This design comes from an exercise in tuning for a short achievable clock period and few clock cycles on the open sky130 flow, not from production work. Only simulation tests tie the RTL to the original design; equivalence was not proved.

==> flow/design.v (excerpt) <==
module serial_cpu_top (
    input  wire        clk,
    input  wire        rst_n,
    input  wire        start,
    input  wire [7:0]  i_datain,
    input  wire [7:0]  d_datain,
    output wire [8:0]  i_addr,
    output wire [8:0]  d_addr,
    output wire        d_we,
    output wire [7:0]  d_dataout,
    output wire [1:0]  run_status
);
Size: roughly 2900 cells after synthesis, roughly 370 flip-flops, ~48 I/O pins, roughly 0.026 mm2 of cells after synthesis.
Settings: LEC_CHECK=0, ABC_CLOCK_PERIOD_IN_PS=2300, CAP_MARGIN=20, CORE_MARGIN=2, CORE_UTILIZATION=30, CTS_BUF_LIST=sky130_fd_sc_hd__clkbuf_16, SETUP_SLACK_MARGIN=3.7, SLEW_MARGIN=20; clock period 6.0 ns.
standard.sh (not shown) runs the stock make flow with config.mk's settings and CLKGATE_MAP_FILE= SYNTH_SCRIPT=/design/flow/synth_recipe.tcl, a recipe that flattens the netlist after the stock synthesis.
==> flow/flow/run.sh <==
#!/bin/bash
# The standard layout, with faster cells for the port buffers.
set -euo pipefail
export BUFFER_PORTS_ARGS="-buffer_cell sky130_fd_sc_hd__buf_4"
bash standard.sh > standard.log 2>&1
The first run produced a clean layout.
Testbench counts at the start, summed over its fixed seeds: cycles 102,654.
Change:
--- a/flow/design.v
+++ b/flow/design.v
@@ -323,19 +323,18 @@
         cx0_q <= s_add & (sh0[8] ^ cin);
         cx1_q <= s_add & (sh1[8] ^ cin);
         zlo_q <= s_add ? zsum8(opa[7:0], opb[7:0], cin) : (oth[7:0] == 8'd0);
         zh0_q <= s_add ? zsum8(opa[15:8], opb[15:8], 1'b0) : (oth[15:8] == 8'd0);
         zh1_q <= s_add ? zsum8(opa[15:8], opb[15:8], 1'b1) : (oth[15:8] == 8'd0);
         setfw <= {8{f2 && (op == SET)}} & r1oh;
     end
-    wire [7:0] tset = ks8(opb[7:0], i_datain);
     generate
         for (gi = 0; gi < 8; gi = gi + 1) begin : g_tpre
             always @(posedge clk)
-                tpre[gi] <= setfw[gi] ? tset : ks8(gr[gi][7:0], i_datain);
+                tpre[gi] <= ks8(setfw[gi] ? opb[7:0] : gr[gi][7:0], i_datain);
         end
     endgenerate
     always @(posedge clk or negedge rst_n) begin
         if (!rst_n) begin
             zf_q <= 1'b0;
             nf_q <= 1'b0;
             cf_q <= 1'b0;
- synthesized cell count came out lower by about 1.8%
- core utilization barely changes
- routed wire length came out lower by about 1.4%
- hold slack improves by 3.3 ps
- via count came out lower by 2.6%
Testbench counts after the change, summed over its fixed seeds: cycles 102,654.


serial_cpu_top, a different RTL version from the one above (not shown whole).
Size in the first run: roughly 48 I/O pins, roughly 24,000 um2 of cells after synthesis.
export LEC_CHECK = 0
export ABC_CLOCK_PERIOD_IN_PS = 2300
export CAP_MARGIN = 20
export CORE_MARGIN = 2
export CORE_UTILIZATION = 30
export CTS_BUF_LIST = sky130_fd_sc_hd__clkbuf_16
export SETUP_SLACK_MARGIN = 3.7
export SLEW_MARGIN = 20
create_clock -name core_clock -period 6.0 [get_ports {clk}]
Scripts as last shown in full above: flow/flow/run.sh
Testbench counts at the start, summed over its fixed seeds: cycles 102,654.
Change:
--- a/flow/design.v
+++ b/flow/design.v
@@ -160,42 +160,41 @@
             assign r1oh[gi]  = (r1 == gi);
             assign r2foh[gi] = (r2f == gi);
             assign r3foh[gi] = (r3f == gi);
         end
     endgenerate
     reg [15:0] g1, p2, p3;
     reg [7:0]  t1;
     integer k;
     always @(*) begin
         g1 = 16'd0; p2 = 16'd0; p3 = 16'd0; t1 = 8'd0;
         for (k = 0; k < 8; k = k + 1) begin
-            g1 = g1 | ({16{r1oh[k]}} & gr[k]);
+            g1 = g1 | ({16{r1oh[k]}} & (wbsel[k] ? res_q :
+                                        {m2sel[k] ? d_datain : gr[k][15:8], gr[k][7:0]}));
             t1 = t1 | ({8{r1oh[k]}} & tpre[k]);
             p2 = p2 | ({16{r2foh[k]}} & {gr[k][15:8], m1sel[k] ? d_datain : gr[k][7:0]});
             p3 = p3 | ({16{r3foh[k]}} & {gr[k][15:8], m1sel[k] ? d_datain : gr[k][7:0]});
         end
     end
     reg  [15:0] pre2, pre3;
     reg         wb2, wb3, ld2, ld3;
     wire [7:0]  wbnext = {8{ex_we}} & (8'd1 << rd);
     always @(posedge clk) begin
         pre2 <= p2;
         pre3 <= p3;
         wb2  <= |(r2foh & wbnext);
         wb3  <= |(r3foh & wbnext);
         ld2  <= |(r2foh & m1sel);
         ld3  <= |(r3foh & m1sel);
     end
-    wire wb1 = |(r1oh & wbsel);
-    wire ld1 = |(r1oh & m2sel);
-    wire [15:0] ra1 = wb1 ? res_q : {ld1 ? d_datain : g1[15:8], g1[7:0]};
+    wire [15:0] ra1 = g1;
     wire [15:0] ra2 = wb2 ? res_q : {ld2 ? d_datain : pre2[15:8], pre2[7:0]};
     wire [15:0] rb3 = wb3 ? res_q : {ld3 ? d_datain : pre3[15:8], pre3[7:0]};
     wire [7:0]  tsel = t1;
     wire hz1 = |(r1oh & ((wbsel & {8{~wbset}}) | m2sel));
     wire is_br = (op == JMPR) || (op == BZ) || (op == BNZ) || (op == BN) ||
                  (op == BNN) || (op == BC) || (op == BNC);
     wire hazard = is_br & hz1;
     wire [7:0]  asel = ks8(wb2 ? res_q[7:0] : pre2[7:0], {4'd0, lo[3:0]});
     wire [7:0] target = (op == JUMP) ? lo : tsel;
     wire use_r1  = (op == LDIH) || (op == ADDI) || (op == SUBI);
     wire is_sub  = (op == SUB) || (op == SUBI) || (op == CMP);
Setup slack gets better by 0.20 ns.
Via count increases by 2.6%.
Fmax rises by 8.7%.
Core utilization goes down by 0.75 points.
Count of clock-buffer cells in the layout came out higher by 1.
Routed wire length drops by 0.55%.
Non-clock buffer count fell by 35.
Flip-flop and latch count does not change.
Sequential share of layout area stays flat.
Testbench counts after the change, summed over its fixed seeds: cycles 102,654.

[what the ideal ports hide]
In the flow no input, the clock included, has a driving cell. The finished layouts below were timed again as built, in two steps.
Step 1, drivers: a clkbuf_16 drives clk and a buf_2 each remaining input, both assumed.
Step 2 times the ports against the registers' clock, not the clock port: input delays grow and output delays shrink by t, the midpoint of the rising clock arrivals with the driver on.
Slacks: no drivers / after step 1 / after step 2; pairs: no drivers / after step 1.
run | t, ns | slack for setup (ns) | hold WS [ns]
the first run of note 1 | 0.649 | 3.341 / 3.077 / 2.429 | 0.348 / 0.348 / 0.348
the second run of note 1 | 0.649 | 3.404 / 3.250 / 2.601 | 0.351 / 0.351 / 0.351
the first run of note 2 | 0.656 | 3.454 / 3.310 / 2.654 | 0.343 / 0.343 / 0.343
the second run of note 2 | 0.662 | 3.657 / 3.572 / 2.910 | 0.347 / 0.347 / 0.347
After both steps setup and hold are still met in every run listed. For the first run of note 1, which loses most, drivers alone change the setup slack by -0.264 ns; drivers and shift together by -0.912 ns.
